From an optimization exercise on the open Yosys and OpenROAD flow, aimed at small area; shortcuts taken in it are not production practice. The RTL was checked by simulation tests, not by an equivalence proof against the original design. No activity file was given, so power comes from the tool's default toggle rates.

==> flow/config.mk <==
export PLATFORM = sky130hd
export DESIGN_NAME = gauss_filter_top
export DESIGN_NICKNAME = gauss_filter_top
export VERILOG_FILES = /design/flow/design.v
export SDC_FILE = /design/flow/constraint.sdc
export NUM_CORES = 4
export LEC_CHECK = 0
export CAP_MARGIN = 20
export CORE_MARGIN = 2
export CORE_UTILIZATION = 70
export CTS_BUF_LIST = sky130_fd_sc_hd__clkbuf_8
export CTS_CLUSTER_DIAMETER = 60
export CTS_CLUSTER_SIZE = 16
export PLACE_DENSITY = 0.8
export SLEW_MARGIN = 20
export SYNTH_HIERARCHICAL = 1
==> flow/constraint.sdc <==
create_clock -name core_clock -period 5.0 [get_ports {clk}]
set_input_delay 1.0000 -clock core_clock [delete_from_list [all_inputs] [get_ports {clk}]]
set_output_delay 1.0000 -clock core_clock [all_outputs]
set_load 0.01 [all_outputs]
==> flow/run.sh <==
#!/bin/bash
# synth_recipe.tcl (not shown) runs the flow's synth.tcl, then flattens the netlist and writes it again
# the make line also repeats each setting of config.mk as NAME=value (left out here)
make -C /OpenROAD-flow-scripts/flow DESIGN_CONFIG=/design/flow/config.mk WORK_HOME=/design/flow/orfs CLKGATE_MAP_FILE= SYNTH_SCRIPT=/design/flow/synth_recipe.tcl finish
==> flow/design.v <==
package gauss_pkg;
  typedef logic [8-1:0] pixel_t;
  typedef logic signed [18-1:0] coeff_t;
  typedef logic signed [8+18-1:0] product_t;
  typedef logic signed [48-1:0] sum_t;
endpackage
`timescale 1ns/100ps
module gauss_filter_top
(
  input  logic   clk,
  input  logic   rst,
  input  gauss_pkg::pixel_t pa,
  input  gauss_pkg::pixel_t pb,
  input  gauss_pkg::pixel_t pc,
  input  gauss_pkg::pixel_t pd,
  input  gauss_pkg::pixel_t pe,
  output gauss_pkg::pixel_t p_out
);
  logic s0;
  logic c1;
  logic s2;
  logic c3;
  logic s4;
  logic c5;
  logic s6;
  logic c7;
  logic s8;
  logic c9;
  logic s10;
  logic c11;
  logic s12;
  logic c13;
  logic s14;
  logic c15;
  logic s16;
  logic c17;
  logic s18;
  logic c19;
  logic s20;
  logic c21;
  logic s22;
  logic c23;
  logic s24;
  logic c25;
  logic s26;
  logic c27;
  logic s28;
  logic c29;
  logic s30;
  logic c31;
  logic s32;
  logic c33;
  logic s34;
  logic c35;
  logic s36;
  logic c37;
  logic s38;
  logic c39;
  logic s40;
  logic c41;
  logic s42;
  logic c43;
  logic s44;
  logic c45;
  logic s46;
  logic c47;
  logic s48;
  logic c49;
  logic s50;
  logic c51;
  logic s52;
  logic c53;
  logic s54;
  logic c55;
  logic s56;
  logic c57;
  logic s58;
  logic c59;
  logic s60;
  logic c61;
  logic s62;
  logic c63;
  logic s64;
  logic c65;
  logic s66;
  logic c67;
  logic s68;
  logic c69;
  logic s70;
  logic c71;
  logic s72;
  logic c73;
  logic s74;
  logic c75;
  logic s76;
  logic c77;
  logic s78;
  logic c79;
  logic [12:0] xv0;
  logic [12:0] xv0_d;
  logic xv0_c9;
  logic sg80;
  logic s81;
  logic c82;
  logic s83;
  logic c84;
  logic s85;
  logic c86;
  logic s87;
  logic c88;
  logic s89;
  logic c90;
  logic s91;
  logic c92;
  logic s93;
  logic c94;
  logic s95;
  logic c96;
  logic [8:0] xb;
  logic [8:0] xb_d;
  logic [7:0] xc;
  logic [7:0] xc_d;
  logic [12:0] r1;
  logic [12:0] r1_d;
  logic r1_c9;
  logic r1_c13;
  logic s97;
  logic c98;
  logic s99;
  logic c100;
  logic s101;
  logic c102;
  logic s103;
  logic c104;
  logic s105;
  logic c106;
  logic s107;
  logic c108;
  logic s109;
  logic c110;
  logic s111;
  logic c112;
  logic s113;
  logic c114;
  logic s115;
  logic c116;
  logic s117;
  logic c118;
  logic s119;
  logic c120;
  logic s121;
  logic c122;
  logic s123;
  logic c124;
  logic s125;
  logic c126;
  logic s127;
  logic c128;
  logic s129;
  logic c130;
  logic s131;
  logic c132;
  logic s133;
  logic c134;
  logic s135;
  logic c136;
  logic s137;
  logic c138;
  logic s139;
  logic c140;
  logic s141;
  logic c142;
  logic s143;
  logic c144;
  logic o145;
  logic o146;
  logic [14:0] r2p;
  logic [14:0] r2p_d;
  logic r2p_c12;
  logic sg147;
  logic s148;
  logic c149;
  logic s150;
  logic c151;
  logic s152;
  logic c153;
  logic s154;
  logic c155;
  logic s156;
  logic c157;
  logic s158;
  logic c159;
  logic s160;
  logic c161;
  logic s162;
  logic c163;
  logic s164;
  logic c165;
  logic s166;
  logic c167;
  logic s168;
  logic c169;
  logic s170;
  logic c171;
  logic s172;
  logic c173;
  logic s174;
  logic c175;
  logic s176;
  logic c177;
  logic s178;
  logic c179;
  logic s180;
  logic c181;
  logic [10:0] r2q;
  logic [10:0] r2q_d;
  logic s182;
  logic c183;
  logic s184;
  logic c185;
  logic s186;
  logic c187;
  logic s188;
  logic c189;
  logic s190;
  logic c191;
  logic s192;
  logic c193;
  logic s194;
  logic c195;
  logic s196;
  logic c197;
  logic s198;
  logic c199;
  logic s200;
  logic c201;
  logic s202;
  logic c203;
  logic s204;
  logic c205;
  logic s206;
  logic c207;
  logic s208;
  logic c209;
  logic s210;
  logic c211;
  logic s212;
  logic c213;
  logic s214;
  logic c215;
  logic s216;
  logic c217;
  logic s218;
  logic c219;
  logic s220;
  logic c221;
  logic s222;
  logic c223;
  logic s224;
  logic c225;
  logic s226;
  logic c227;
  logic s228;
  logic c229;
  logic s230;
  logic c231;
  logic s232;
  logic c233;
  logic s234;
  logic c235;
  logic s236;
  logic c237;
  logic s238;
  logic c239;
  logic s240;
  logic c241;
  logic s242;
  logic c243;
  logic s244;
  logic c245;
  logic s246;
  logic c247;
  logic s248;
  logic c249;
  logic o250;
  logic o251;
  logic s252;
  logic c253;
  logic s254;
  logic c255;
  logic s256;
  logic c257;
  logic s258;
  logic c259;
  logic s260;
  logic c261;
  logic s262;
  logic c263;
  logic s264;
  logic c265;
  logic s266;
  logic c267;
  logic s268;
  logic c269;
  logic s270;
  logic c271;
  logic s272;
  logic c273;
  logic s274;
  logic c275;
  logic s276;
  logic c277;
  logic s278;
  logic c279;
  logic s280;
  logic c281;
  logic s282;
  logic c283;
  logic s284;
  logic c285;
  logic [15:0] r3p;
  logic [15:0] r3p_d;
  logic r3p_c11;
  logic sg286;
  logic s287;
  logic c288;
  logic s289;
  logic c290;
  logic s291;
  logic c292;
  logic s293;
  logic c294;
  logic s295;
  logic c296;
  logic s297;
  logic c298;
  logic s299;
  logic c300;
  logic s301;
  logic c302;
  logic s303;
  logic c304;
  logic s305;
  logic c306;
  logic s307;
  logic c308;
  logic s309;
  logic c310;
  logic s311;
  logic c312;
  logic o313;
  logic o314;
  logic s315;
  logic c316;
  logic o317;
  logic o318;
  logic s319;
  logic c320;
  logic o321;
  logic o322;
  logic s323;
  logic c324;
  logic s325;
  logic c326;
  logic s327;
  logic c328;
  logic s329;
  logic c330;
  logic s331;
  logic c332;
  logic s333;
  logic c334;
  logic s335;
  logic c336;
  logic s337;
  logic c338;
  logic s339;
  logic c340;
  logic s341;
  logic c342;
  logic s343;
  logic c344;
  logic n345;
  logic [11:0] r3q;
  logic [11:0] r3q_d;
  logic r3q_c11;
  logic sg346;
  logic o347;
  logic o348;
  logic o349;
  logic o350;
  logic s351;
  logic c352;
  logic o353;
  logic o354;
  logic s355;
  logic c356;
  logic s357;
  logic c358;
  logic s359;
  logic c360;
  logic s361;
  logic c362;
  logic s363;
  logic c364;
  logic s365;
  logic c366;
  logic s367;
  logic c368;
  logic s369;
  logic c370;
  logic s371;
  logic c372;
  logic o373;
  logic o374;
  logic s375;
  logic c376;
  logic o377;
  logic o378;
  logic s379;
  logic c380;
  logic o381;
  logic o382;
  logic s383;
  logic c384;
  logic o385;
  logic o386;
  logic s387;
  logic c388;
  logic s389;
  logic c390;
  logic o391;
  logic o392;
  logic s393;
  logic c394;
  logic o395;
  logic o396;
  logic s397;
  logic c398;
  logic s399;
  logic c400;
  logic s401;
  logic c402;
  logic s403;
  logic c404;
  logic s405;
  logic c406;
  logic s407;
  logic c408;
  logic s409;
  logic c410;
  logic s411;
  logic c412;
  logic s413;
  logic c414;
  logic s415;
  logic c416;
  logic s417;
  logic c418;
  logic s419;
  logic c420;
  logic s421;
  logic c422;
  logic s423;
  logic c424;
  logic s425;
  logic c426;
  logic s427;
  logic c428;
  logic [15:0] r4p;
  logic [15:0] r4p_d;
  logic r4p_c13;
  logic sg429;
  logic o430;
  logic o431;
  logic o432;
  logic o433;
  logic s434;
  logic c435;
  logic s436;
  logic c437;
  logic s438;
  logic c439;
  logic s440;
  logic c441;
  logic s442;
  logic c443;
  logic s444;
  logic c445;
  logic s446;
  logic c447;
  logic s448;
  logic c449;
  logic s450;
  logic c451;
  logic s452;
  logic c453;
  logic s454;
  logic c455;
  logic s456;
  logic c457;
  logic s458;
  logic c459;
  logic s460;
  logic c461;
  logic s462;
  logic c463;
  logic s464;
  logic c465;
  logic s466;
  logic c467;
  logic s468;
  logic c469;
  logic s470;
  logic c471;
  logic s472;
  logic c473;
  logic s474;
  logic c475;
  logic s476;
  logic c477;
  logic s478;
  logic c479;
  logic s480;
  logic c481;
  logic s482;
  logic c483;
  logic s484;
  logic c485;
  logic s486;
  logic c487;
  logic s488;
  logic c489;
  logic o490;
  logic o491;
  logic n492;
  logic [7:0] r4q;
  logic [7:0] r4q_d;
  logic r4q_c5;
  logic sg493;
  logic s494;
  logic c495;
  logic s496;
  logic c497;
  logic s498;
  logic c499;
  logic s500;
  logic c501;
  logic s502;
  logic c503;
  logic s504;
  logic c505;
  logic s506;
  logic c507;
  logic s508;
  logic c509;
  logic s510;
  logic c511;
  logic s512;
  logic c513;
  logic s514;
  logic c515;
  logic s516;
  logic c517;
  logic s518;
  logic c519;
  logic s520;
  logic c521;
  logic s522;
  logic c523;
  logic s524;
  logic c525;
  logic s526;
  logic c527;
  logic s528;
  logic c529;
  logic s530;
  logic c531;
  logic s532;
  logic c533;
  logic s534;
  logic c535;
  logic s536;
  logic c537;
  logic s538;
  logic c539;
  logic s540;
  logic c541;
  logic s542;
  logic c543;
  logic s544;
  logic c545;
  logic s546;
  logic c547;
  logic s548;
  logic c549;
  logic s550;
  logic c551;
  logic s552;
  logic c553;
  logic o554;
  logic o555;
  logic s556;
  logic c557;
  logic s558;
  logic c559;
  logic s560;
  logic c561;
  logic s562;
  logic c563;
  logic s564;
  logic c565;
  logic s566;
  logic c567;
  logic o568;
  logic o569;
  logic s570;
  logic c571;
  logic s572;
  logic c573;
  logic s574;
  logic c575;
  logic s576;
  logic c577;
  logic s578;
  logic c579;
  logic s580;
  logic c581;
  logic o582;
  logic o583;
  logic o584;
  logic o585;
  logic x586;
  logic s587;
  logic c588;
  logic x589;
  logic s590;
  logic c591;
  logic x592;
  logic s593;
  logic c594;
  logic x595;
  logic s596;
  logic c597;
  logic x598;
  logic s599;
  logic c600;
  logic x601;
  logic s602;
  logic c603;
  logic x604;
  logic s605;
  logic c606;
  logic x607;
  logic s608;
  logic c609;
  logic x610;
  logic s611;
  logic c612;
  logic s613;
  logic c614;
  logic p615;
  logic s616;
  logic c617;
  logic s618;
  logic c619;
  logic s620;
  logic c621;
  logic s622;
  logic c623;
  logic s624;
  logic c625;
  logic s626;
  logic c627;
  logic [7:0] f1;
  logic [7:0] f1_d;
  logic f1_c7;
  logic f1_c0;
  logic f1_g1;
  logic f1_p2;
  logic ci628;
  logic s629;
  logic c630;
  logic s631;
  logic c632;
  logic s633;
  logic c634;
  logic s635;
  logic c636;
  logic s637;
  logic c638;
  logic s639;
  logic c640;
  logic s641;
  logic c642;
  logic s643;
  logic c644;
  logic [7:0] res;
  gauss_fa u_s0 (.a(pa[0]), .b(pe[0]), .ci(~pc[0]), .s(s0), .co(c1));
  gauss_fa u_s2 (.a(pa[1]), .b(pe[1]), .ci(~pc[1]), .s(s2), .co(c3));
  gauss_fa u_s4 (.a(pa[2]), .b(pe[2]), .ci(pb[0]), .s(s4), .co(c5));
  gauss_fa u_s6 (.a(pd[0]), .b(~pc[2]), .ci(c3), .s(s6), .co(c7));
  gauss_fa u_s8 (.a(pa[3]), .b(pe[3]), .ci(pb[1]), .s(s8), .co(c9));
  gauss_fa u_s10 (.a(pd[1]), .b(pc[0]), .ci(~pc[3]), .s(s10), .co(c11));
  gauss_fa u_s12 (.a(c5), .b(s8), .ci(s10), .s(s12), .co(c13));
  gauss_fa u_s14 (.a(pa[4]), .b(pe[4]), .ci(pb[2]), .s(s14), .co(c15));
  gauss_fa u_s16 (.a(pd[2]), .b(pc[1]), .ci(~pc[4]), .s(s16), .co(c17));
  gauss_fa u_s18 (.a(c9), .b(c11), .ci(s14), .s(s18), .co(c19));
  gauss_fa u_s20 (.a(s16), .b(s18), .ci(c13), .s(s20), .co(c21));
  gauss_fa u_s22 (.a(pa[5]), .b(pe[5]), .ci(pb[3]), .s(s22), .co(c23));
  gauss_fa u_s24 (.a(pd[3]), .b(pc[2]), .ci(~pc[5]), .s(s24), .co(c25));
  gauss_fa u_s26 (.a(c15), .b(c17), .ci(s22), .s(s26), .co(c27));
  gauss_fa u_s28 (.a(s24), .b(c19), .ci(s26), .s(s28), .co(c29));
  gauss_fa u_s30 (.a(pa[6]), .b(pe[6]), .ci(pb[4]), .s(s30), .co(c31));
  gauss_fa u_s32 (.a(pd[4]), .b(pc[3]), .ci(~pc[6]), .s(s32), .co(c33));
  gauss_fa u_s34 (.a(c23), .b(c25), .ci(s30), .s(s34), .co(c35));
  gauss_fa u_s36 (.a(s32), .b(c27), .ci(s34), .s(s36), .co(c37));
  gauss_fa u_s38 (.a(pa[7]), .b(pe[7]), .ci(pb[5]), .s(s38), .co(c39));
  gauss_fa u_s40 (.a(pd[5]), .b(pc[4]), .ci(~pc[7]), .s(s40), .co(c41));
  gauss_fa u_s42 (.a(c31), .b(c33), .ci(s38), .s(s42), .co(c43));
  gauss_fa u_s44 (.a(s40), .b(c35), .ci(s42), .s(s44), .co(c45));
  gauss_fa u_s46 (.a(pb[6]), .b(pd[6]), .ci(pc[5]), .s(s46), .co(c47));
  gauss_fa u_s48 (.a(c39), .b(c41), .ci(s46), .s(s48), .co(c49));
  gauss_fa u_s50 (.a(c43), .b(s48), .ci(c45), .s(s50), .co(c51));
  gauss_fa u_s52 (.a(pb[7]), .b(pd[7]), .ci(pc[6]), .s(s52), .co(c53));
  gauss_fa u_s54 (.a(c47), .b(s52), .ci(c49), .s(s54), .co(c55));
  gauss_fa u_s56 (.a(pc[7]), .b(c53), .ci(c55), .s(s56), .co(c57));
  gauss_ha u_s58 (.a(c1), .b(s2), .s(s58), .co(c59));
  gauss_fa u_s60 (.a(s4), .b(s6), .ci(c59), .s(s60), .co(c61));
  gauss_fa u_s62 (.a(c7), .b(s12), .ci(c61), .s(s62), .co(c63));
  gauss_ha u_s64 (.a(s20), .b(c63), .s(s64), .co(c65));
  gauss_fa u_s66 (.a(c21), .b(s28), .ci(c65), .s(s66), .co(c67));
  gauss_fa u_s68 (.a(c29), .b(s36), .ci(c67), .s(s68), .co(c69));
  gauss_fa u_s70 (.a(c37), .b(s44), .ci(c69), .s(s70), .co(c71));
  gauss_ha u_s72 (.a(s50), .b(c71), .s(s72), .co(c73));
  gauss_ha u_s74 (.a(c51), .b(s54), .s(s74), .co(c75));
  gauss_ha u_s76 (.a(s56), .b(c75), .s(s76), .co(c77));
  gauss_ha u_s78 (.a(c57), .b(c77), .s(s78), .co(c79));
  assign xv0_d[0] = s0;
  assign xv0_d[1] = s58;
  assign xv0_d[2] = s60;
  assign xv0_d[3] = s62;
  assign xv0_d[4] = s64;
  assign xv0_d[5] = s66;
  assign xv0_d[6] = s68;
  assign xv0_d[7] = s70;
  assign xv0_d[8] = s72;
  assign xv0_d[9] = s74;
  assign xv0_d[10] = s76;
  assign xv0_d[11] = s78;
  assign xv0_d[12] = c79;
  assign sg80 = xv0_c9 & xv0[9] & xv0[10] & xv0[11] & xv0[12];
  gauss_ha u_s81 (.a(pb[0]), .b(pd[0]), .s(s81), .co(c82));
  gauss_fa u_s83 (.a(pb[1]), .b(pd[1]), .ci(c82), .s(s83), .co(c84));
  gauss_fa u_s85 (.a(pb[2]), .b(pd[2]), .ci(c84), .s(s85), .co(c86));
  gauss_fa u_s87 (.a(pb[3]), .b(pd[3]), .ci(c86), .s(s87), .co(c88));
  gauss_fa u_s89 (.a(pb[4]), .b(pd[4]), .ci(c88), .s(s89), .co(c90));
  gauss_fa u_s91 (.a(pb[5]), .b(pd[5]), .ci(c90), .s(s91), .co(c92));
  gauss_fa u_s93 (.a(pb[6]), .b(pd[6]), .ci(c92), .s(s93), .co(c94));
  gauss_fa u_s95 (.a(pb[7]), .b(pd[7]), .ci(c94), .s(s95), .co(c96));
  assign xb_d[0] = s81;
  assign xb_d[1] = s83;
  assign xb_d[2] = s85;
  assign xb_d[3] = s87;
  assign xb_d[4] = s89;
  assign xb_d[5] = s91;
  assign xb_d[6] = s93;
  assign xb_d[7] = s95;
  assign xb_d[8] = c96;
  assign xc_d[0] = pc[0];
  assign xc_d[1] = pc[1];
  assign xc_d[2] = pc[2];
  assign xc_d[3] = pc[3];
  assign xc_d[4] = pc[4];
  assign xc_d[5] = pc[5];
  assign xc_d[6] = pc[6];
  assign xc_d[7] = pc[7];
  assign r1_d[0] = xv0[0];
  assign r1_d[1] = xv0[1];
  assign r1_d[2] = xv0[2];
  assign r1_d[3] = xv0[3];
  assign r1_d[4] = xv0[4];
  assign r1_d[5] = xv0[5];
  assign r1_d[6] = xv0[6];
  assign r1_d[7] = xv0[7];
  assign r1_d[8] = xv0[8];
  assign r1_d[9] = xv0[9];
  assign r1_d[10] = xv0[10];
  assign r1_d[11] = xv0[11];
  assign r1_d[12] = xv0[12];
  gauss_fa u_s97 (.a(r1[2]), .b(xv0[0]), .ci(~xc[1]), .s(s97), .co(c98));
  gauss_fa u_s99 (.a(r1[3]), .b(xv0[1]), .ci(~xc[2]), .s(s99), .co(c100));
  gauss_fa u_s101 (.a(r1[4]), .b(xv0[2]), .ci(~xc[3]), .s(s101), .co(c102));
  gauss_fa u_s103 (.a(r1[5]), .b(xv0[3]), .ci(~xc[4]), .s(s103), .co(c104));
  gauss_fa u_s105 (.a(r1[6]), .b(xv0[4]), .ci(~xc[5]), .s(s105), .co(c106));
  gauss_fa u_s107 (.a(r1[7]), .b(xv0[5]), .ci(~xc[6]), .s(s107), .co(c108));
  gauss_fa u_s109 (.a(r1[8]), .b(xv0[6]), .ci(~xc[7]), .s(s109), .co(c110));
  gauss_fa u_s111 (.a(r1[9]), .b(r1_c9), .ci(xv0[7]), .s(s111), .co(c112));
  gauss_fa u_s113 (.a(r1[10]), .b(xv0[8]), .ci(c112), .s(s113), .co(c114));
  gauss_fa u_s115 (.a(r1[11]), .b(xv0[9]), .ci(xv0_c9), .s(s115), .co(c116));
  gauss_fa u_s117 (.a(r1[12]), .b(xv0[10]), .ci(c116), .s(s117), .co(c118));
  gauss_fa u_s119 (.a(r1_c13), .b(xv0[11]), .ci(c118), .s(s119), .co(c120));
  gauss_ha u_s121 (.a(r1[1]), .b(~xc[0]), .s(s121), .co(c122));
  gauss_ha u_s123 (.a(s97), .b(c122), .s(s123), .co(c124));
  gauss_fa u_s125 (.a(c98), .b(s99), .ci(c124), .s(s125), .co(c126));
  gauss_fa u_s127 (.a(c100), .b(s101), .ci(c126), .s(s127), .co(c128));
  gauss_fa u_s129 (.a(c102), .b(s103), .ci(c128), .s(s129), .co(c130));
  gauss_fa u_s131 (.a(c104), .b(s105), .ci(c130), .s(s131), .co(c132));
  gauss_fa u_s133 (.a(c106), .b(s107), .ci(c132), .s(s133), .co(c134));
  gauss_fa u_s135 (.a(c108), .b(s109), .ci(c134), .s(s135), .co(c136));
  gauss_fa u_s137 (.a(c110), .b(s111), .ci(c136), .s(s137), .co(c138));
  gauss_ha u_s139 (.a(s113), .b(c138), .s(s139), .co(c140));
  gauss_fa u_s141 (.a(c114), .b(s115), .ci(c140), .s(s141), .co(c142));
  gauss_ha u_s143 (.a(xv0[12]), .b(c120), .s(s143), .co(c144));
  gauss_xnor u_o145 (.a(~sg80), .b(c144), .o(o145));
  gauss_or u_o146 (.a(~sg80), .b(c144), .o(o146));
  assign r2p_d[0] = r1[0];
  assign r2p_d[1] = s121;
  assign r2p_d[2] = s123;
  assign r2p_d[3] = s125;
  assign r2p_d[4] = s127;
  assign r2p_d[5] = s129;
  assign r2p_d[6] = s131;
  assign r2p_d[7] = s133;
  assign r2p_d[8] = s135;
  assign r2p_d[9] = s137;
  assign r2p_d[10] = s139;
  assign r2p_d[11] = s141;
  assign r2p_d[12] = s117;
  assign r2p_d[13] = s119;
  assign r2p_d[14] = s143;
  assign sg147 = r2p_c12 & r2p[12] & r2p[13] & r2p[14];
  gauss_fa u_s148 (.a(xb[2]), .b(xc[0]), .ci(~xc[2]), .s(s148), .co(c149));
  gauss_fa u_s150 (.a(xb[3]), .b(xc[1]), .ci(~xc[3]), .s(s150), .co(c151));
  gauss_fa u_s152 (.a(xb[4]), .b(xc[2]), .ci(~xc[4]), .s(s152), .co(c153));
  gauss_fa u_s154 (.a(xb[5]), .b(xc[3]), .ci(~xc[5]), .s(s154), .co(c155));
  gauss_fa u_s156 (.a(xb[6]), .b(xc[4]), .ci(~xc[6]), .s(s156), .co(c157));
  gauss_fa u_s158 (.a(xb[7]), .b(xc[5]), .ci(~xc[7]), .s(s158), .co(c159));
  gauss_fa u_s160 (.a(xb[8]), .b(xc[6]), .ci(c159), .s(s160), .co(c161));
  gauss_ha u_s162 (.a(xb[0]), .b(~xc[0]), .s(s162), .co(c163));
  gauss_fa u_s164 (.a(xb[1]), .b(~xc[1]), .ci(c163), .s(s164), .co(c165));
  gauss_ha u_s166 (.a(s148), .b(c165), .s(s166), .co(c167));
  gauss_fa u_s168 (.a(c149), .b(s150), .ci(c167), .s(s168), .co(c169));
  gauss_fa u_s170 (.a(c151), .b(s152), .ci(c169), .s(s170), .co(c171));
  gauss_fa u_s172 (.a(c153), .b(s154), .ci(c171), .s(s172), .co(c173));
  gauss_fa u_s174 (.a(c155), .b(s156), .ci(c173), .s(s174), .co(c175));
  gauss_fa u_s176 (.a(c157), .b(s158), .ci(c175), .s(s176), .co(c177));
  gauss_ha u_s178 (.a(s160), .b(c177), .s(s178), .co(c179));
  gauss_fa u_s180 (.a(xc[7]), .b(c161), .ci(c179), .s(s180), .co(c181));
  assign r2q_d[0] = s162;
  assign r2q_d[1] = s164;
  assign r2q_d[2] = s166;
  assign r2q_d[3] = s168;
  assign r2q_d[4] = s170;
  assign r2q_d[5] = s172;
  assign r2q_d[6] = s174;
  assign r2q_d[7] = s176;
  assign r2q_d[8] = s178;
  assign r2q_d[9] = s180;
  assign r2q_d[10] = c181;
  gauss_fa u_s182 (.a(r2p[1]), .b(~xv0[1]), .ci(~xb[0]), .s(s182), .co(c183));
  gauss_fa u_s184 (.a(r2p[2]), .b(~xv0[2]), .ci(~xb[1]), .s(s184), .co(c185));
  gauss_fa u_s186 (.a(r2p[3]), .b(xv0[0]), .ci(~xv0[3]), .s(s186), .co(c187));
  gauss_fa u_s188 (.a(~xb[2]), .b(~xc[0]), .ci(c185), .s(s188), .co(c189));
  gauss_fa u_s190 (.a(r2p[4]), .b(xv0[1]), .ci(~xv0[4]), .s(s190), .co(c191));
  gauss_fa u_s192 (.a(~xb[3]), .b(~xc[1]), .ci(c187), .s(s192), .co(c193));
  gauss_fa u_s194 (.a(s190), .b(c189), .ci(s192), .s(s194), .co(c195));
  gauss_fa u_s196 (.a(r2p[5]), .b(xv0[2]), .ci(~xv0[5]), .s(s196), .co(c197));
  gauss_fa u_s198 (.a(~xb[4]), .b(~xc[2]), .ci(c191), .s(s198), .co(c199));
  gauss_fa u_s200 (.a(s196), .b(c193), .ci(s198), .s(s200), .co(c201));
  gauss_fa u_s202 (.a(r2p[6]), .b(xv0[3]), .ci(~xv0[6]), .s(s202), .co(c203));
  gauss_fa u_s204 (.a(~xb[5]), .b(~xc[3]), .ci(c197), .s(s204), .co(c205));
  gauss_fa u_s206 (.a(s202), .b(c199), .ci(s204), .s(s206), .co(c207));
  gauss_fa u_s208 (.a(r2p[7]), .b(xv0[4]), .ci(~xv0[7]), .s(s208), .co(c209));
  gauss_fa u_s210 (.a(~xb[6]), .b(~xc[4]), .ci(c203), .s(s210), .co(c211));
  gauss_fa u_s212 (.a(s208), .b(c205), .ci(s210), .s(s212), .co(c213));
  gauss_fa u_s214 (.a(r2p[8]), .b(xv0[5]), .ci(~xv0[8]), .s(s214), .co(c215));
  gauss_fa u_s216 (.a(~xb[7]), .b(~xc[5]), .ci(c209), .s(s216), .co(c217));
  gauss_fa u_s218 (.a(s214), .b(c211), .ci(s216), .s(s218), .co(c219));
  gauss_fa u_s220 (.a(r2p[9]), .b(xv0[6]), .ci(~xv0[9]), .s(s220), .co(c221));
  gauss_fa u_s222 (.a(~xv0_c9), .b(~xb[8]), .ci(~xc[6]), .s(s222), .co(c223));
  gauss_fa u_s224 (.a(c215), .b(s220), .ci(s222), .s(s224), .co(c225));
  gauss_fa u_s226 (.a(c217), .b(s224), .ci(c219), .s(s226), .co(c227));
  gauss_fa u_s228 (.a(r2p[10]), .b(xv0[7]), .ci(~xv0[10]), .s(s228), .co(c229));
  gauss_fa u_s230 (.a(~xc[7]), .b(c221), .ci(c223), .s(s230), .co(c231));
  gauss_fa u_s232 (.a(s228), .b(c225), .ci(s230), .s(s232), .co(c233));
  gauss_fa u_s234 (.a(r2p[11]), .b(xv0[8]), .ci(~xv0[11]), .s(s234), .co(c235));
  gauss_fa u_s236 (.a(c229), .b(s234), .ci(c231), .s(s236), .co(c237));
  gauss_fa u_s238 (.a(r2p[12]), .b(r2p_c12), .ci(xv0[9]), .s(s238), .co(c239));
  gauss_fa u_s240 (.a(xv0_c9), .b(~xv0[12]), .ci(c235), .s(s240), .co(c241));
  gauss_fa u_s242 (.a(s238), .b(s240), .ci(c237), .s(s242), .co(c243));
  gauss_fa u_s244 (.a(r2p[13]), .b(xv0[10]), .ci(sg80), .s(s244), .co(c245));
  gauss_fa u_s246 (.a(c239), .b(s244), .ci(c241), .s(s246), .co(c247));
  gauss_fa u_s248 (.a(r2p[14]), .b(xv0[11]), .ci(c245), .s(s248), .co(c249));
  gauss_xnor u_o250 (.a(xv0[12]), .b(~sg147), .o(o250));
  gauss_or u_o251 (.a(xv0[12]), .b(~sg147), .o(o251));
  gauss_ha u_s252 (.a(r2p[0]), .b(~xv0[0]), .s(s252), .co(c253));
  gauss_ha u_s254 (.a(s182), .b(c253), .s(s254), .co(c255));
  gauss_fa u_s256 (.a(c183), .b(s184), .ci(c255), .s(s256), .co(c257));
  gauss_fa u_s258 (.a(s186), .b(s188), .ci(c257), .s(s258), .co(c259));
  gauss_ha u_s260 (.a(s194), .b(c259), .s(s260), .co(c261));
  gauss_fa u_s262 (.a(c195), .b(s200), .ci(c261), .s(s262), .co(c263));
  gauss_fa u_s264 (.a(c201), .b(s206), .ci(c263), .s(s264), .co(c265));
  gauss_fa u_s266 (.a(c207), .b(s212), .ci(c265), .s(s266), .co(c267));
  gauss_fa u_s268 (.a(c213), .b(s218), .ci(c267), .s(s268), .co(c269));
  gauss_ha u_s270 (.a(s226), .b(c269), .s(s270), .co(c271));
  gauss_fa u_s272 (.a(c227), .b(s232), .ci(c271), .s(s272), .co(c273));
  gauss_ha u_s274 (.a(c233), .b(s236), .s(s274), .co(c275));
  gauss_ha u_s276 (.a(s242), .b(c275), .s(s276), .co(c277));
  gauss_fa u_s278 (.a(c243), .b(s246), .ci(c277), .s(s278), .co(c279));
  gauss_fa u_s280 (.a(c247), .b(s248), .ci(c279), .s(s280), .co(c281));
  gauss_fa u_s282 (.a(c249), .b(o250), .ci(c281), .s(s282), .co(c283));
  gauss_fa u_s284 (.a(~sg80), .b(o251), .ci(c283), .s(s284), .co(c285));
  assign r3p_d[0] = s252;
  assign r3p_d[1] = s254;
  assign r3p_d[2] = s256;
  assign r3p_d[3] = s258;
  assign r3p_d[4] = s260;
  assign r3p_d[5] = s262;
  assign r3p_d[6] = s264;
  assign r3p_d[7] = s266;
  assign r3p_d[8] = s268;
  assign r3p_d[9] = s270;
  assign r3p_d[10] = s272;
  assign r3p_d[11] = s274;
  assign r3p_d[12] = s276;
  assign r3p_d[13] = s278;
  assign r3p_d[14] = s280;
  assign r3p_d[15] = s282;
  assign sg286 = r3p_c11 & r3p[11] & r3p[12] & r3p[13] & r3p[14] & r3p[15];
  gauss_fa u_s287 (.a(r2q[2]), .b(xb[0]), .ci(xc[0]), .s(s287), .co(c288));
  gauss_fa u_s289 (.a(r2q[3]), .b(xb[1]), .ci(xc[1]), .s(s289), .co(c290));
  gauss_fa u_s291 (.a(~xb[3]), .b(c288), .ci(s289), .s(s291), .co(c292));
  gauss_fa u_s293 (.a(r2q[4]), .b(xb[2]), .ci(xc[2]), .s(s293), .co(c294));
  gauss_fa u_s295 (.a(~xb[4]), .b(c290), .ci(s293), .s(s295), .co(c296));
  gauss_fa u_s297 (.a(r2q[5]), .b(xb[3]), .ci(xc[3]), .s(s297), .co(c298));
  gauss_fa u_s299 (.a(~xb[5]), .b(c294), .ci(s297), .s(s299), .co(c300));
  gauss_fa u_s301 (.a(r2q[6]), .b(xb[4]), .ci(xc[4]), .s(s301), .co(c302));
  gauss_fa u_s303 (.a(~xb[6]), .b(c298), .ci(s301), .s(s303), .co(c304));
  gauss_fa u_s305 (.a(r2q[7]), .b(xb[5]), .ci(xc[5]), .s(s305), .co(c306));
  gauss_fa u_s307 (.a(~xb[7]), .b(c302), .ci(s305), .s(s307), .co(c308));
  gauss_fa u_s309 (.a(r2q[8]), .b(xb[6]), .ci(xc[6]), .s(s309), .co(c310));
  gauss_fa u_s311 (.a(~xb[8]), .b(c306), .ci(s309), .s(s311), .co(c312));
  gauss_xnor u_o313 (.a(r2q[9]), .b(xb[7]), .o(o313));
  gauss_or u_o314 (.a(r2q[9]), .b(xb[7]), .o(o314));
  gauss_fa u_s315 (.a(xc[7]), .b(o313), .ci(c310), .s(s315), .co(c316));
  gauss_xnor u_o317 (.a(r2q[10]), .b(xb[8]), .o(o317));
  gauss_or u_o318 (.a(r2q[10]), .b(xb[8]), .o(o318));
  gauss_fa u_s319 (.a(o317), .b(o314), .ci(c316), .s(s319), .co(c320));
  gauss_xnor u_o321 (.a(o318), .b(c320), .o(o321));
  gauss_or u_o322 (.a(o318), .b(c320), .o(o322));
  gauss_ha u_s323 (.a(r2q[0]), .b(~xb[0]), .s(s323), .co(c324));
  gauss_fa u_s325 (.a(r2q[1]), .b(~xb[1]), .ci(c324), .s(s325), .co(c326));
  gauss_fa u_s327 (.a(~xb[2]), .b(s287), .ci(c326), .s(s327), .co(c328));
  gauss_ha u_s329 (.a(s291), .b(c328), .s(s329), .co(c330));
  gauss_fa u_s331 (.a(c292), .b(s295), .ci(c330), .s(s331), .co(c332));
  gauss_fa u_s333 (.a(c296), .b(s299), .ci(c332), .s(s333), .co(c334));
  gauss_fa u_s335 (.a(c300), .b(s303), .ci(c334), .s(s335), .co(c336));
  gauss_fa u_s337 (.a(c304), .b(s307), .ci(c336), .s(s337), .co(c338));
  gauss_fa u_s339 (.a(c308), .b(s311), .ci(c338), .s(s339), .co(c340));
  gauss_fa u_s341 (.a(c312), .b(s315), .ci(c340), .s(s341), .co(c342));
  gauss_ha u_s343 (.a(s319), .b(c342), .s(s343), .co(c344));
  assign n345 = ~o322;
  assign r3q_d[0] = s323;
  assign r3q_d[1] = s325;
  assign r3q_d[2] = s327;
  assign r3q_d[3] = s329;
  assign r3q_d[4] = s331;
  assign r3q_d[5] = s333;
  assign r3q_d[6] = s335;
  assign r3q_d[7] = s337;
  assign r3q_d[8] = s339;
  assign r3q_d[9] = s341;
  assign r3q_d[10] = s343;
  assign r3q_d[11] = o321;
  assign sg346 = r3q_c11 & r3q[11];
  gauss_xnor u_o347 (.a(r3p[1]), .b(~xc[0]), .o(o347));
  gauss_or u_o348 (.a(r3p[1]), .b(~xc[0]), .o(o348));
  gauss_xnor u_o349 (.a(r3p[2]), .b(xv0[0]), .o(o349));
  gauss_or u_o350 (.a(r3p[2]), .b(xv0[0]), .o(o350));
  gauss_fa u_s351 (.a(~xc[1]), .b(o349), .ci(o348), .s(s351), .co(c352));
  gauss_xnor u_o353 (.a(r3p[3]), .b(xv0[1]), .o(o353));
  gauss_or u_o354 (.a(r3p[3]), .b(xv0[1]), .o(o354));
  gauss_fa u_s355 (.a(~xc[2]), .b(o353), .ci(o350), .s(s355), .co(c356));
  gauss_fa u_s357 (.a(r3p[4]), .b(xv0[2]), .ci(~xc[3]), .s(s357), .co(c358));
  gauss_fa u_s359 (.a(o354), .b(s357), .ci(c356), .s(s359), .co(c360));
  gauss_fa u_s361 (.a(r3p[5]), .b(xv0[3]), .ci(~xc[4]), .s(s361), .co(c362));
  gauss_fa u_s363 (.a(c358), .b(s361), .ci(c360), .s(s363), .co(c364));
  gauss_fa u_s365 (.a(r3p[6]), .b(xv0[4]), .ci(~xc[5]), .s(s365), .co(c366));
  gauss_fa u_s367 (.a(c362), .b(s365), .ci(c364), .s(s367), .co(c368));
  gauss_fa u_s369 (.a(r3p[7]), .b(xv0[5]), .ci(~xc[6]), .s(s369), .co(c370));
  gauss_fa u_s371 (.a(c366), .b(s369), .ci(c368), .s(s371), .co(c372));
  gauss_xnor u_o373 (.a(r3p[8]), .b(xv0[6]), .o(o373));
  gauss_or u_o374 (.a(r3p[8]), .b(xv0[6]), .o(o374));
  gauss_fa u_s375 (.a(~xc[7]), .b(o373), .ci(c370), .s(s375), .co(c376));
  gauss_xnor u_o377 (.a(r3p[9]), .b(xv0[7]), .o(o377));
  gauss_or u_o378 (.a(r3p[9]), .b(xv0[7]), .o(o378));
  gauss_fa u_s379 (.a(o377), .b(o374), .ci(c376), .s(s379), .co(c380));
  gauss_xnor u_o381 (.a(r3p[10]), .b(xv0[8]), .o(o381));
  gauss_or u_o382 (.a(r3p[10]), .b(xv0[8]), .o(o382));
  gauss_fa u_s383 (.a(o381), .b(o378), .ci(c380), .s(s383), .co(c384));
  gauss_xnor u_o385 (.a(r3p[11]), .b(r3p_c11), .o(o385));
  gauss_or u_o386 (.a(r3p[11]), .b(r3p_c11), .o(o386));
  gauss_fa u_s387 (.a(xv0[9]), .b(xv0_c9), .ci(o385), .s(s387), .co(c388));
  gauss_fa u_s389 (.a(o382), .b(s387), .ci(c384), .s(s389), .co(c390));
  gauss_xnor u_o391 (.a(r3p[12]), .b(xv0[10]), .o(o391));
  gauss_or u_o392 (.a(r3p[12]), .b(xv0[10]), .o(o392));
  gauss_fa u_s393 (.a(o391), .b(o386), .ci(c388), .s(s393), .co(c394));
  gauss_xnor u_o395 (.a(r3p[13]), .b(xv0[11]), .o(o395));
  gauss_or u_o396 (.a(r3p[13]), .b(xv0[11]), .o(o396));
  gauss_fa u_s397 (.a(o395), .b(o392), .ci(c394), .s(s397), .co(c398));
  gauss_fa u_s399 (.a(r3p[14]), .b(xv0[12]), .ci(o396), .s(s399), .co(c400));
  gauss_fa u_s401 (.a(r3p[15]), .b(~sg80), .ci(c400), .s(s401), .co(c402));
  gauss_ha u_s403 (.a(c352), .b(s355), .s(s403), .co(c404));
  gauss_ha u_s405 (.a(s359), .b(c404), .s(s405), .co(c406));
  gauss_ha u_s407 (.a(s363), .b(c406), .s(s407), .co(c408));
  gauss_ha u_s409 (.a(s367), .b(c408), .s(s409), .co(c410));
  gauss_ha u_s411 (.a(s371), .b(c410), .s(s411), .co(c412));
  gauss_fa u_s413 (.a(c372), .b(s375), .ci(c412), .s(s413), .co(c414));
  gauss_ha u_s415 (.a(s379), .b(c414), .s(s415), .co(c416));
  gauss_ha u_s417 (.a(s383), .b(c416), .s(s417), .co(c418));
  gauss_ha u_s419 (.a(s389), .b(c418), .s(s419), .co(c420));
  gauss_fa u_s421 (.a(c390), .b(s393), .ci(c420), .s(s421), .co(c422));
  gauss_ha u_s423 (.a(c398), .b(s399), .s(s423), .co(c424));
  gauss_ha u_s425 (.a(s401), .b(c424), .s(s425), .co(c426));
  gauss_fa u_s427 (.a(~sg286), .b(c402), .ci(c426), .s(s427), .co(c428));
  assign r4p_d[0] = r3p[0];
  assign r4p_d[1] = o347;
  assign r4p_d[2] = s351;
  assign r4p_d[3] = s403;
  assign r4p_d[4] = s405;
  assign r4p_d[5] = s407;
  assign r4p_d[6] = s409;
  assign r4p_d[7] = s411;
  assign r4p_d[8] = s413;
  assign r4p_d[9] = s415;
  assign r4p_d[10] = s417;
  assign r4p_d[11] = s419;
  assign r4p_d[12] = s421;
  assign r4p_d[13] = s397;
  assign r4p_d[14] = s423;
  assign r4p_d[15] = s425;
  assign sg429 = r4p_c13 & r4p[13] & r4p[14] & r4p[15];
  gauss_xnor u_o430 (.a(r3q[0]), .b(xb[0]), .o(o430));
  gauss_or u_o431 (.a(r3q[0]), .b(xb[0]), .o(o431));
  gauss_xnor u_o432 (.a(r3q[1]), .b(xb[1]), .o(o432));
  gauss_or u_o433 (.a(r3q[1]), .b(xb[1]), .o(o433));
  gauss_fa u_s434 (.a(~xc[1]), .b(o432), .ci(o431), .s(s434), .co(c435));
  gauss_fa u_s436 (.a(r3q[2]), .b(xb[2]), .ci(xc[0]), .s(s436), .co(c437));
  gauss_fa u_s438 (.a(~xc[2]), .b(o433), .ci(s436), .s(s438), .co(c439));
  gauss_fa u_s440 (.a(r3q[3]), .b(xb[3]), .ci(xc[1]), .s(s440), .co(c441));
  gauss_fa u_s442 (.a(~xc[3]), .b(c437), .ci(s440), .s(s442), .co(c443));
  gauss_fa u_s444 (.a(r3q[4]), .b(xb[4]), .ci(xc[2]), .s(s444), .co(c445));
  gauss_fa u_s446 (.a(~xc[4]), .b(c441), .ci(s444), .s(s446), .co(c447));
  gauss_fa u_s448 (.a(r3q[5]), .b(xb[5]), .ci(xc[3]), .s(s448), .co(c449));
  gauss_fa u_s450 (.a(~xc[5]), .b(c445), .ci(s448), .s(s450), .co(c451));
  gauss_fa u_s452 (.a(r3q[6]), .b(xb[6]), .ci(xc[4]), .s(s452), .co(c453));
  gauss_fa u_s454 (.a(~xc[6]), .b(c449), .ci(s452), .s(s454), .co(c455));
  gauss_fa u_s456 (.a(r3q[7]), .b(xb[7]), .ci(xc[5]), .s(s456), .co(c457));
  gauss_fa u_s458 (.a(~xc[7]), .b(c453), .ci(s456), .s(s458), .co(c459));
  gauss_fa u_s460 (.a(r3q[8]), .b(xb[8]), .ci(xc[6]), .s(s460), .co(c461));
  gauss_fa u_s462 (.a(c457), .b(s460), .ci(c459), .s(s462), .co(c463));
  gauss_fa u_s464 (.a(r3q[9]), .b(xc[7]), .ci(c461), .s(s464), .co(c465));
  gauss_ha u_s466 (.a(~xc[0]), .b(o430), .s(s466), .co(c467));
  gauss_ha u_s468 (.a(s434), .b(c467), .s(s468), .co(c469));
  gauss_fa u_s470 (.a(c435), .b(s438), .ci(c469), .s(s470), .co(c471));
  gauss_fa u_s472 (.a(c439), .b(s442), .ci(c471), .s(s472), .co(c473));
  gauss_fa u_s474 (.a(c443), .b(s446), .ci(c473), .s(s474), .co(c475));
  gauss_fa u_s476 (.a(c447), .b(s450), .ci(c475), .s(s476), .co(c477));
  gauss_fa u_s478 (.a(c451), .b(s454), .ci(c477), .s(s478), .co(c479));
  gauss_fa u_s480 (.a(c455), .b(s458), .ci(c479), .s(s480), .co(c481));
  gauss_ha u_s482 (.a(s462), .b(c481), .s(s482), .co(c483));
  gauss_fa u_s484 (.a(c463), .b(s464), .ci(c483), .s(s484), .co(c485));
  gauss_ha u_s486 (.a(r3q[10]), .b(c465), .s(s486), .co(c487));
  gauss_fa u_s488 (.a(r3q[11]), .b(r3q_c11), .ci(c487), .s(s488), .co(c489));
  gauss_xnor u_o490 (.a(~sg346), .b(c489), .o(o490));
  gauss_or u_o491 (.a(~sg346), .b(c489), .o(o491));
  assign n492 = ~o491;
  assign r4q_d[0] = s476;
  assign r4q_d[1] = s478;
  assign r4q_d[2] = s480;
  assign r4q_d[3] = s482;
  assign r4q_d[4] = s484;
  assign r4q_d[5] = s486;
  assign r4q_d[6] = s488;
  assign r4q_d[7] = o490;
  assign sg493 = r4q_c5 & r4q[5] & r4q[6] & r4q[7];
  gauss_fa u_s494 (.a(r4q[0]), .b(~r4p[0]), .ci(~xv0[0]), .s(s494), .co(c495));
  gauss_fa u_s496 (.a(r4q[1]), .b(~r4p[1]), .ci(~xv0[1]), .s(s496), .co(c497));
  gauss_fa u_s498 (.a(r4q[2]), .b(~r4p[2]), .ci(~xv0[2]), .s(s498), .co(c499));
  gauss_fa u_s500 (.a(r4q[3]), .b(~r4p[3]), .ci(~xv0[3]), .s(s500), .co(c501));
  gauss_fa u_s502 (.a(r4p[0]), .b(xv0[0]), .ci(r4q[4]), .s(s502), .co(c503));
  gauss_fa u_s504 (.a(~r4p[4]), .b(~xv0[4]), .ci(s502), .s(s504), .co(c505));
  gauss_fa u_s506 (.a(r4p[1]), .b(xv0[1]), .ci(r4q[5]), .s(s506), .co(c507));
  gauss_fa u_s508 (.a(r4q_c5), .b(~r4p[5]), .ci(~xv0[5]), .s(s508), .co(c509));
  gauss_fa u_s510 (.a(c503), .b(s506), .ci(s508), .s(s510), .co(c511));
  gauss_fa u_s512 (.a(r4p[2]), .b(xv0[2]), .ci(r4q[6]), .s(s512), .co(c513));
  gauss_fa u_s514 (.a(~r4p[6]), .b(~xv0[6]), .ci(c507), .s(s514), .co(c515));
  gauss_fa u_s516 (.a(s512), .b(c509), .ci(s514), .s(s516), .co(c517));
  gauss_fa u_s518 (.a(r4p[3]), .b(xv0[3]), .ci(r4q[7]), .s(s518), .co(c519));
  gauss_fa u_s520 (.a(~r4p[7]), .b(~xv0[7]), .ci(c513), .s(s520), .co(c521));
  gauss_fa u_s522 (.a(s518), .b(c515), .ci(s520), .s(s522), .co(c523));
  gauss_fa u_s524 (.a(r4p[4]), .b(xv0[4]), .ci(~r4p[8]), .s(s524), .co(c525));
  gauss_fa u_s526 (.a(~xv0[8]), .b(~sg493), .ci(c519), .s(s526), .co(c527));
  gauss_fa u_s528 (.a(s524), .b(c521), .ci(s526), .s(s528), .co(c529));
  gauss_fa u_s530 (.a(r4p[5]), .b(xv0[5]), .ci(~r4p[9]), .s(s530), .co(c531));
  gauss_fa u_s532 (.a(~xv0[9]), .b(~xv0_c9), .ci(c525), .s(s532), .co(c533));
  gauss_fa u_s534 (.a(s530), .b(c527), .ci(s532), .s(s534), .co(c535));
  gauss_fa u_s536 (.a(r4p[6]), .b(xv0[6]), .ci(~r4p[10]), .s(s536), .co(c537));
  gauss_fa u_s538 (.a(~xv0[10]), .b(c531), .ci(s536), .s(s538), .co(c539));
  gauss_fa u_s540 (.a(c533), .b(s538), .ci(c535), .s(s540), .co(c541));
  gauss_fa u_s542 (.a(r4p[7]), .b(xv0[7]), .ci(~r4p[11]), .s(s542), .co(c543));
  gauss_fa u_s544 (.a(~xv0[11]), .b(c537), .ci(s542), .s(s544), .co(c545));
  gauss_fa u_s546 (.a(c539), .b(s544), .ci(c541), .s(s546), .co(c547));
  gauss_fa u_s548 (.a(r4p[8]), .b(xv0[8]), .ci(~r4p[12]), .s(s548), .co(c549));
  gauss_fa u_s550 (.a(~xv0[12]), .b(c543), .ci(s548), .s(s550), .co(c551));
  gauss_fa u_s552 (.a(c545), .b(s550), .ci(c547), .s(s552), .co(c553));
  gauss_xnor u_o554 (.a(r4p[9]), .b(xv0[9]), .o(o554));
  gauss_or u_o555 (.a(r4p[9]), .b(xv0[9]), .o(o555));
  gauss_fa u_s556 (.a(xv0_c9), .b(~r4p[13]), .ci(~r4p_c13), .s(s556), .co(c557));
  gauss_fa u_s558 (.a(sg80), .b(o554), .ci(c549), .s(s558), .co(c559));
  gauss_fa u_s560 (.a(s556), .b(c551), .ci(s558), .s(s560), .co(c561));
  gauss_fa u_s562 (.a(r4p[10]), .b(xv0[10]), .ci(~r4p[14]), .s(s562), .co(c563));
  gauss_fa u_s564 (.a(o555), .b(c557), .ci(s562), .s(s564), .co(c565));
  gauss_fa u_s566 (.a(c559), .b(s564), .ci(c561), .s(s566), .co(c567));
  gauss_xnor u_o568 (.a(r4p[11]), .b(xv0[11]), .o(o568));
  gauss_or u_o569 (.a(r4p[11]), .b(xv0[11]), .o(o569));
  gauss_fa u_s570 (.a(~r4p[15]), .b(o568), .ci(c563), .s(s570), .co(c571));
  gauss_fa u_s572 (.a(c565), .b(s570), .ci(c567), .s(s572), .co(c573));
  gauss_fa u_s574 (.a(r4p[12]), .b(xv0[12]), .ci(sg429), .s(s574), .co(c575));
  gauss_fa u_s576 (.a(o569), .b(s574), .ci(c571), .s(s576), .co(c577));
  gauss_fa u_s578 (.a(r4p[13]), .b(r4p_c13), .ci(~sg80), .s(s578), .co(c579));
  gauss_fa u_s580 (.a(c575), .b(s578), .ci(c577), .s(s580), .co(c581));
  gauss_xnor u_o582 (.a(r4p[14]), .b(c579), .o(o582));
  gauss_or u_o583 (.a(r4p[14]), .b(c579), .o(o583));
  gauss_xnor u_o584 (.a(r4p[15]), .b(o583), .o(o584));
  gauss_or u_o585 (.a(r4p[15]), .b(o583), .o(o585));
  assign x586 = c495 ^ s496;
  gauss_ha u_s587 (.a(c495), .b(s496), .s(s587), .co(c588));
  assign x589 = c497 ^ s498;
  gauss_fa u_s590 (.a(c497), .b(s498), .ci(c588), .s(s590), .co(c591));
  assign x592 = c499 ^ s500;
  gauss_fa u_s593 (.a(c499), .b(s500), .ci(c591), .s(s593), .co(c594));
  assign x595 = c501 ^ s504;
  gauss_fa u_s596 (.a(c501), .b(s504), .ci(c594), .s(s596), .co(c597));
  assign x598 = c505 ^ s510;
  gauss_fa u_s599 (.a(c505), .b(s510), .ci(c597), .s(s599), .co(c600));
  assign x601 = c511 ^ s516;
  gauss_fa u_s602 (.a(c511), .b(s516), .ci(c600), .s(s602), .co(c603));
  assign x604 = c517 ^ s522;
  gauss_fa u_s605 (.a(c517), .b(s522), .ci(c603), .s(s605), .co(c606));
  assign x607 = c523 ^ s528;
  gauss_fa u_s608 (.a(c523), .b(s528), .ci(c606), .s(s608), .co(c609));
  assign x610 = c529 ^ s534;
  gauss_fa u_s611 (.a(c529), .b(s534), .ci(c609), .s(s611), .co(c612));
  gauss_ha u_s613 (.a(s540), .b(c612), .s(s613), .co(c614));
  assign p615 = s546;
  gauss_ha u_s616 (.a(c553), .b(s560), .s(s616), .co(c617));
  gauss_ha u_s618 (.a(s566), .b(c617), .s(s618), .co(c619));
  gauss_ha u_s620 (.a(s572), .b(c619), .s(s620), .co(c621));
  gauss_fa u_s622 (.a(c573), .b(s576), .ci(c621), .s(s622), .co(c623));
  gauss_ha u_s624 (.a(s580), .b(c623), .s(s624), .co(c625));
  gauss_fa u_s626 (.a(c581), .b(o582), .ci(c625), .s(s626), .co(c627));
  assign f1_d[0] = s552;
  assign f1_d[1] = s616;
  assign f1_d[2] = s618;
  assign f1_d[3] = s620;
  assign f1_d[4] = s622;
  assign f1_d[5] = s624;
  assign f1_d[6] = s626;
  assign f1_d[7] = o584;
  assign ci628 = (f1_g1 | (f1_p2 & f1_c0));
  gauss_ha u_s629 (.a(f1[0]), .b(ci628), .s(s629), .co(c630));
  gauss_ha u_s631 (.a(f1[1]), .b(c630), .s(s631), .co(c632));
  gauss_ha u_s633 (.a(f1[2]), .b(c632), .s(s633), .co(c634));
  gauss_ha u_s635 (.a(f1[3]), .b(c634), .s(s635), .co(c636));
  gauss_ha u_s637 (.a(f1[4]), .b(c636), .s(s637), .co(c638));
  gauss_ha u_s639 (.a(f1[5]), .b(c638), .s(s639), .co(c640));
  gauss_ha u_s641 (.a(f1[6]), .b(c640), .s(s641), .co(c642));
  gauss_fa u_s643 (.a(f1[7]), .b(f1_c7), .ci(c642), .s(s643), .co(c644));
  assign res[0] = s629;
  assign res[1] = s631;
  assign res[2] = s633;
  assign res[3] = s635;
  assign res[4] = s637;
  assign res[5] = s639;
  assign res[6] = s641;
  assign res[7] = s643;
  always_ff @(posedge clk) begin
    if (rst) begin
      xv0 <= 13'd255;
      xv0_c9 <= 1'd0;
      xb <= 9'd0;
      xc <= 8'd0;
      r1 <= 13'd255;
      r1_c9 <= 1'd0;
      r1_c13 <= 1'd0;
      r2p <= 15'd1785;
      r2p_c12 <= 1'd0;
      r2q <= 11'd255;
      r3p <= 16'd15335;
      r3p_c11 <= 1'd0;
      r3q <= 12'd254;
      r3q_c11 <= 1'd0;
    end else begin
      xv0 <= xv0_d;
      xv0_c9 <= c73;
      xb <= xb_d;
      xc <= xc_d;
      r1 <= r1_d;
      r1_c9 <= xv0_c9;
      r1_c13 <= sg80;
      r2p <= r2p_d;
      r2p_c12 <= c142;
      r2q <= r2q_d;
      r3p <= r3p_d;
      r3p_c11 <= c273;
      r3q <= r3q_d;
      r3q_c11 <= c344;
    end
  end
  always_ff @(posedge clk) begin
    r4p <= r4p_d;
    r4p_c13 <= c422;
    r4q <= r4q_d;
    r4q_c5 <= c485;
    f1 <= f1_d;
    f1_c7 <= c627;
    f1_c0 <= c614;
    f1_g1 <= 1'b0;
    f1_p2 <= p615;
  end
  localparam int ODLY = 20;
  logic [7:0] dly [ODLY+1];
  always_ff @(posedge clk) begin
    dly[0] <= res;
    for (int i = 1; i <= ODLY; i++) begin
      dly[i] <= dly[i-1];
    end
  end
  logic [4:0] since_rst;
  always_ff @(posedge clk) begin
    if (rst) begin
      since_rst <= '0;
    end else if (since_rst != 5'd23) begin
      since_rst <= since_rst + 5'd1;
    end
  end
  assign p_out = (since_rst == 5'd23) ? dly[ODLY] : '0;
endmodule
module gauss_fa (input logic a, b, ci, output logic s, co);
  assign s  = a ^ b ^ ci;
  assign co = (a & b) | (a & ci) | (b & ci);
endmodule
module gauss_ha (input logic a, b, output logic s, co);
  assign s  = a ^ b;
  assign co = a & b;
endmodule
module gauss_xnor (input logic a, b, output logic o);
  assign o = ~(a ^ b);
endmodule
module gauss_or (input logic a, b, output logic o);
  assign o = a | b;
endmodule
==> impl_summary.txt, run 1 <==
----------------------------------------------------
[Power and ir drop]
  Internal power consumption ... 0.00665 W
  Sw Pwr ... 0.00363 W
  Relative contribution of the clock network to total power ... 0.122
  Peak VDD IR ... 547 uV
  Switching fraction of total power ... 0.353
  Power Dens Cells ... 718 mW/mm^2
  Combinational power share ... 0.471
  Static leakage power ... 5.89 nW
  Seq pwr share ... 0.407
  Final Total Pwr ... 0.0103 W

[Drt]
  Remaining design rule violation count ... 0
  Detail Route Antenna Nets ... 0
  Vias after detailed routing ... 5937
  Initial drt markers ... 174
  WL/cell ... 17.3 um
  Number of iterations in the first detailed-routing pass ... 4
  Routed WL ... 20.0 mm
  Via/cell ratio ... 5.13

[Global route]
  Global route overflow ... 0
  Via count of the first global-routing pass ... 7202
  Number of antenna violations at the first check in global routing ... 0
  Largest net degree at the start of global routing ... 69
  Wire length of the first global-routing pass ... 35.3 mm
  Overall track demand over capacity in global routing ... 0.231

[Final layout]
  Count of antenna diodes in the layout ... 0
  Filler-free cell count of the finished design ... 1157
  Number of fill cells in the layout ... 1016
  Share of final-layout standard cells stronger than drive strength 1 ... 0.110
  Util after Layout ... 0.789
  Syn-to-layout area delta ... 9.62%
  NumNets Final ... 1258

[Floorplan]
  Area of the placeable core ... 0.0181 sq mm
  X dimension of the die ... 141 um
  Initial Utilization ... 0.720
  Floorplan die height ... 141 um
  Boundary Pins ... 50
  Die Area ... 0.0198 sq mm
  Standard-cell row count ... 49

[Place]
  GPL Wtd Cong ... 0.855
  Setup slack at placement ... -201 ps
  IO buf count ... 49
  DP HPWL ... 15.7 mm
  Cell total after placement ... 1127

[Timing]
  Relative slew slack ... 0.554
  Setup repair after global routing missed its margin ... false
  Skew final ... 27.1 ps
  Final Hold Vio Count ... 0
  # setup viols final ... 0
  Least setup slack across all paths after layout ... 261 ps
  Peak Freq ... 211 MHz
  Fraction of the cycle the final worst path needs ... 0.948
  Sum of negative setup slack ... 0 ps
  Worst-Margin Slew ... 669 ps
  Final Critical Period ... 4740 ps
  Count of pins over their slew limit ... 0

[Worst setup path]
  Setup slack of the most critical reg-to-reg path ... 260 ps
  Startpoint of the worst register-to-register path ... xc[1]
  Highest fanout seen on the critical path ... 2
  Worst R2R Path Depth ... 13
  Critical Path AT ... 5160 ps
  Startpoint-to-endpoint class of the critical path ... register to register
  Endpoint type of the worst setup path ... register
  Reg-to-reg critical path endpoint ... r2p[11]
  Data required time at the worst endpoint ... 5420 ps
  Element type at the critical path start ... register

[Clocking]
  Buffers from clock root to sink, at most ... 3
  Total number of H-tree levels ... 1
  Resized Gates After CTS ... 0
  Count of buffers added by post-CTS timing repair for setup ... 0
  Root Buffer Master ... clkbuf_8
  CTS clk-pin slew, worst paths ... 100 ps
  CTS Buf Count ... 25
  CTS tree ... done
  Worst-Skew Late Latency ... 560 ps
  CTS sink cnt ... 313
  Quantity of hold-fixing buffers added after cts ... 0

[Synthesis]
  Gate count of the mapped netlist ... 842
  Post-synthesis register bit count ... 313
  Avg Synthesized Cell Area ... 15.5 sq um
  Warnings, synthesis ... 8
  Number of enable flip-flop cells after synthesis ... 0
  Distinct cells, synth ... 26
  Mapped Area ... 0.0131 sq mm
  Sequential fraction of the synthesis area ... 0.480
  Synthesized Nets ... 1175
  Share of synthesized registers carrying an async set or reset ... 0
  Dominant register cell in the synthesized netlist ... dfxtp_1

[Worst hold path]
  HP Start ... dly[6][4]
  Worst hold-check path type ... register to register
  Hold Path Cell Cnt ... 0
  WHS Endpoint ... dly[7][4]

[Run]
  Total of max-cap violations ... 0

[Status]
  Run status ... timing/DRC/antenna clean

----------------------------------------------------
[worst max-delay path: stages, from the launching register on]
cell and delay [ps]:
dfxtp_1 360, inv_1 70, fa_1 440, ha_1 230, fa_1 390, fa_1 400
fa_1 400, fa_1 400, fa_1 400, fa_1 390, fa_1 370, ha_1 200
fa_1 420, nor2b_1 130
[power groups by stage]
stage | Combinational [W] | Clock, W | Sequential (W)
floorplan | 0.00362 | 0 | 0.00411
global placement | 0.00465 | 0 | 0.00421
detailed placement | 0.00485 | 0 | 0.00426
CTS | 0.00500 | 0.00129 | 0.00422
global route | 0.00575 | 0.00138 | 0.00432
finish | 0.00484 | 0.00125 | 0.00419
[per-module statistics from Yosys, one instance, submodules excluded]
module | copies in the design | cells | flops+latches
gauss_ha | 50 | 1 | 0
gauss_filter_top | 1 | 516 | 313
gauss_xnor | 20 | 1 | 0
gauss_fa | 240 | 1 | 0
gauss_or | 16 | 1 | 0
[cell type report]
cell class	instances	area, sq um	area share
well taps	229	287	0.0200
flip-flops and latches	313	6270	0.437
clock inverters	5	58.8	0.00411
repair buffers	69	636	0.0444
inverters	57	214	0.0149
multi-input cells	459	6520	0.455
clock buffers	25	344	0.0240
[per-layer routing]
metal / vias up / global-route usage / part of all wire
li1: 2682 / - / -
met1: 3117 / 0.295 / 0.41
met2: 95 / 0.416 / 0.54
met3: 43 / 0.0360 / 0.028
met4: 0 / 0.0611 / 0.028
met5: - / 0 / 0
[sequential cells by signal (all words and copies together) (netlist names), 5 cells and up]
name,count
dly,168
r2p,15
xc,8
r1,13
r2q,11
since_rst,5
r4q,8
xb,9
r3q,12
r4p,16
f1,8
r3p,16
xv0,13
[synthesized netlist by cell type (3+ instances only)]
cell type	n	share of area
or2_1	17	0.0081
fa_1	240	0.37
buf_2	3	0.0011
nor2_1	18	0.0052
dfxtp_1	313	0.48
ha_1	51	0.049
and2_1	9	0.0043
inv_1	57	0.016
or2_2	49	0.023
xnor2_1	20	0.013
clkbuf_1	8	0.0023
nand3_1	3	0.0011
nor2b_1	38	0.018
[cell usage in the layout, fill, tap and decap left out, types with 2 or more instances in the layout]
cell and count:
clkinv_8 2, clkdlybuf4s50_1 48, nor2_1 18, fa_1 240, and2_1 9, nor2b_1 38, or2_1 17, clkinvlp_4 2
or2_2 49, buf_4 20, inv_1 57, xnor2_1 20, nand3_1 3, xor2_1 2, nand4_1 2, ha_1 51
dfxtp_1 313, clkbuf_8 25
[per-stage QoR]
stage,hold WS [ps],cell area [sq um]
2_1_floorplan,310,13100
3_3_place_gp,310,13900
3_5_place_dp,312,13900
4_1_cts,320,14300
5_1_grt,322,14300
6_report,326,14300
[how the worst max path moves through the flow]
stage,from,endpoint,slack [ps],cells past startpoint
finish,xc[1],r2p[11],260,13
global route,xc[1],r2p[11],20,13
CTS,xc[1],r2p[11],220,13
detailed placement,pc[1],xv0[8],-200,12
global placement,pc[1],xv0[8],-80,12
floorplan,xc[1],r2p[11],280,13
[logic make-up (layout without fill, tap and decap cells)]
logic type	count (synthesis)	in the layout	share of synthesized area
compound gates	2	2	0.00105
buf+inv	70	156	0.0215
flops	313	313	0.480
mux	1	1	0.000766
fa+ha+maj	291	291	0.417
simple gates	142	142	0.0645
xor+xnor	23	23	0.0160
==> inputs of run 2 (changes only) <==
--- a/flow/config.mk
+++ b/flow/config.mk
@@ -5,12 +5,13 @@
 export SDC_FILE = /design/flow/constraint.sdc
 export NUM_CORES = 4
 export LEC_CHECK = 0
-export CAP_MARGIN = 20
+export CAP_MARGIN = 5
 export CORE_MARGIN = 2
 export CORE_UTILIZATION = 70
 export CTS_BUF_LIST = sky130_fd_sc_hd__clkbuf_8
 export CTS_CLUSTER_DIAMETER = 60
 export CTS_CLUSTER_SIZE = 16
+export GPL_TIMING_DRIVEN = 0
 export PLACE_DENSITY = 0.8
-export SLEW_MARGIN = 20
+export SLEW_MARGIN = 5
 export SYNTH_HIERARCHICAL = 1
==> run 2 against run 1 <==
Net effect: still clean on timing, DRC and antenna; die area is the same; wire length grew 2.4%; synthesized cell count is the same; first-iteration DRC count grew 14%; power shrank 1.8%; via count shrank 0.96%; largest power group unchanged.
==> impl_summary.txt, run 2 <==
----------------------------------------------------
[Status]
  Run status ... timing/DRC/antenna clean

[Drt]
  Via/cell ratio ... 5.10 (-0.62%)
  WL/cell ... 17.7 um (+2.8%)
  Vias after detailed routing ... 5880 (-0.96%)
  Initial drt markers ... 198 (+14%)
  Routed WL ... 20.5 mm (+2.4%)
  Number of iterations in the first detailed-routing pass ... 4 (unchanged)
  Detail Route Antenna Nets ... 0 (unchanged)

[Timing]
  Fraction of the cycle the final worst path needs ... 0.969 (+0.0213)
  Hold slack ... 320 ps (-5.22 ps)
  Relative slew slack ... 0.376 (-0.178)
  Final Critical Period ... 4850 ps (+106 ps)
  Count of pins over their slew limit ... 0 (unchanged)
  Skew final ... 21.2 ps (-5.84 ps)

[Worst setup path]
  Critical Path AT ... 5240 ps (+80 ps)
  Startpoint-to-endpoint class of the critical path ... register to register
  Data required time at the worst endpoint ... 5390 ps (-30 ps)

[Synthesis]
  Cell types occupying the most area after synthesis ... dfxtp_1 (48%), fa_1 (37%), ha_1 (4.9%)
  Distinct cells, synth ... 26 (unchanged)
  Share of synthesized registers carrying an async set or reset ... 0 (unchanged)
  Share of Yosys cell area claimed by the top area cell type ... 0.480 (unchanged)
  Gate count of the mapped netlist ... 842 (unchanged)
  Avg Synthesized Cell Area ... 15.5 sq um (unchanged)
  Warnings, synthesis ... 8 (unchanged)
  Mapped Area ... 0.0131 sq mm (unchanged)

[Global route]
  Global route overflow ... 0 (unchanged)
  Overall track demand over capacity in global routing ... 0.234 (+0.00347)
  Largest net degree at the start of global routing ... 17 (-75%)

[Power and ir drop]
  Final Total Pwr ... 0.0101 W (-1.8%)
  Peak VDD IR ... 601 uV (+9.9%)
  Static leakage power ... 5.83 nW (-1.1%)
  Power Dens Cells ... 709 mW/mm^2 (-1.3%)

[Clocking]
  Worst-Skew Late Latency ... 540 ps (-20 ps)
  CTS sink cnt ... 313 (unchanged)
  Root Buffer Master ... clkbuf_8
  CTS clk-pin slew, worst paths ... 100 ps (about the same)
  Total number of H-tree levels ... 1 (unchanged)
  Quantity of hold-fixing buffers added after cts ... 0 (unchanged)
  Buffers from clock root to sink, at most ... 3 (unchanged)

[Place]
  IO buf count ... 48 (-2.0%)
  DP HPWL ... 16.6 mm (+5.6%)

[Floorplan]
  Area of the placeable core ... 0.0181 sq mm (unchanged)
  Standard-cell row count ... 49 (unchanged)
  Initial Utilization ... 0.720 (unchanged)
  Floorplan die height ... 141 um (unchanged)

[Final layout]
  Most common cell after layout, fill and taps aside ... dfxtp_1
  NumNets Final ... 1255 (-0.24%)
  Commonest cells after routing, fill and taps aside ... dfxtp_1 (307), fa_1 (240), inv_1 (55), ha_1 (51), or2_2 (49)

[Run]
  Total of max-cap violations ... 0 (unchanged)

----------------------------------------------------
## run 2: layer usage
metal | vias to the layer above | GRT usage | routed length, um
li1 | 2676 | - | -
met1 | 3078 | 0.315 | 8630
met2 | 89 | 0.407 | 10700
met3 | 37 | 0.0414 | 642
met4 | 0 | 0.0526 | 465
met5 | - | 0 | 0
## run 2: stage by stage
| stage | utilization | instance area [sq um] | cells |
|---|---|---|---|
| 3_3_place_gp | 0.762 | 13800 | 1119 |
| 5_1_grt | 0.785 | 14200 | 1153 |
| 4_1_cts | 0.782 | 14200 | 1147 |
| 6_report | 0.785 | 14200 | 1153 |
| 2_1_floorplan | - | 13100 | 842 |
| 3_5_place_dp | 0.762 | 13800 | 1119 |
## run 2: worst max-delay path: stages, from the launching register on
cell and delay [ps]:
dfxtp_4 390, clkinvlp_4 100, fa_1 440, ha_1 220, fa_1 380, fa_1 400
fa_1 390, fa_1 410, fa_1 410, fa_1 400, fa_1 380, ha_1 200
fa_1 420, nor2b_1 140
## run 2: repair_timing
item                                    in CTS  in global routing
buffers inserted                             1                  6
endpoints found under the setup margin       3                  3
gates resized for setup                      4                  6
## run 2: worst paths after layout
path	startpoint	to	slack (ps)	cells past startpoint
worst max-delay path	xc[1]	r2p[11]	150	13
worst min-delay path	dly[10][4]	dly[11][4]	320	0
worst max register to register	xc[1]	r2p[11]	150	13
worst min register to register	dly[10][4]	dly[11][4]	320	0
## run 2: logic make-up after synthesis
group                      after synthesis  share of synthesized area
DFF                                    313                      0.480
AOI/OAI and AO/OA                        2                    0.00105
adders and majority gates              291                      0.417
xor gates and xnor gates                23                     0.0160
buffers and inverters                   70                     0.0215
muxes                                    1                   0.000766
and+or+nand+nor                        142                     0.0645
## run 2: cell type report
cell class	instances	area [sq um]	share of cell area
Buffer	13	67.6	0.00474
Clock buffer	23	317	0.0222
Clock inverter	4	21.3	0.00149
Inverter	57	225	0.0158
Multi-Input combinational cell	459	6520	0.458
Sequential cell	313	6280	0.441
Tap cell	229	287	0.0201
Timing Repair Buffer	55	533	0.0374
## run 2: report_power, final
part           total, W  switching [W]  internal, W
Clock           0.00113       0.000707     0.000420
Combinational   0.00471        0.00229      0.00242
Sequential      0.00425       0.000543      0.00371
## run 2: per-module statistics from Yosys (local to each module, per instance)
module / cells inside / times used / flip-flops and latches / cell area (sq um)
gauss_ha: 1 / 50 / 0 / 12.5
gauss_filter_top: 516 / 1 / 313 / 7360
gauss_or: 1 / 16 / 0 / 6.26
gauss_fa: 1 / 240 / 0 / 20.0
gauss_xnor: 1 / 20 / 0 / 8.76

Check on run 2: ideal ports give 0.155 ns setup slack; a clkbuf_16 on the clock port and buf_2 on the inputs give 0.155 ns; moving port delays by the midpoint clock arrival (0.570 ns) as well gives -0.255 ns.
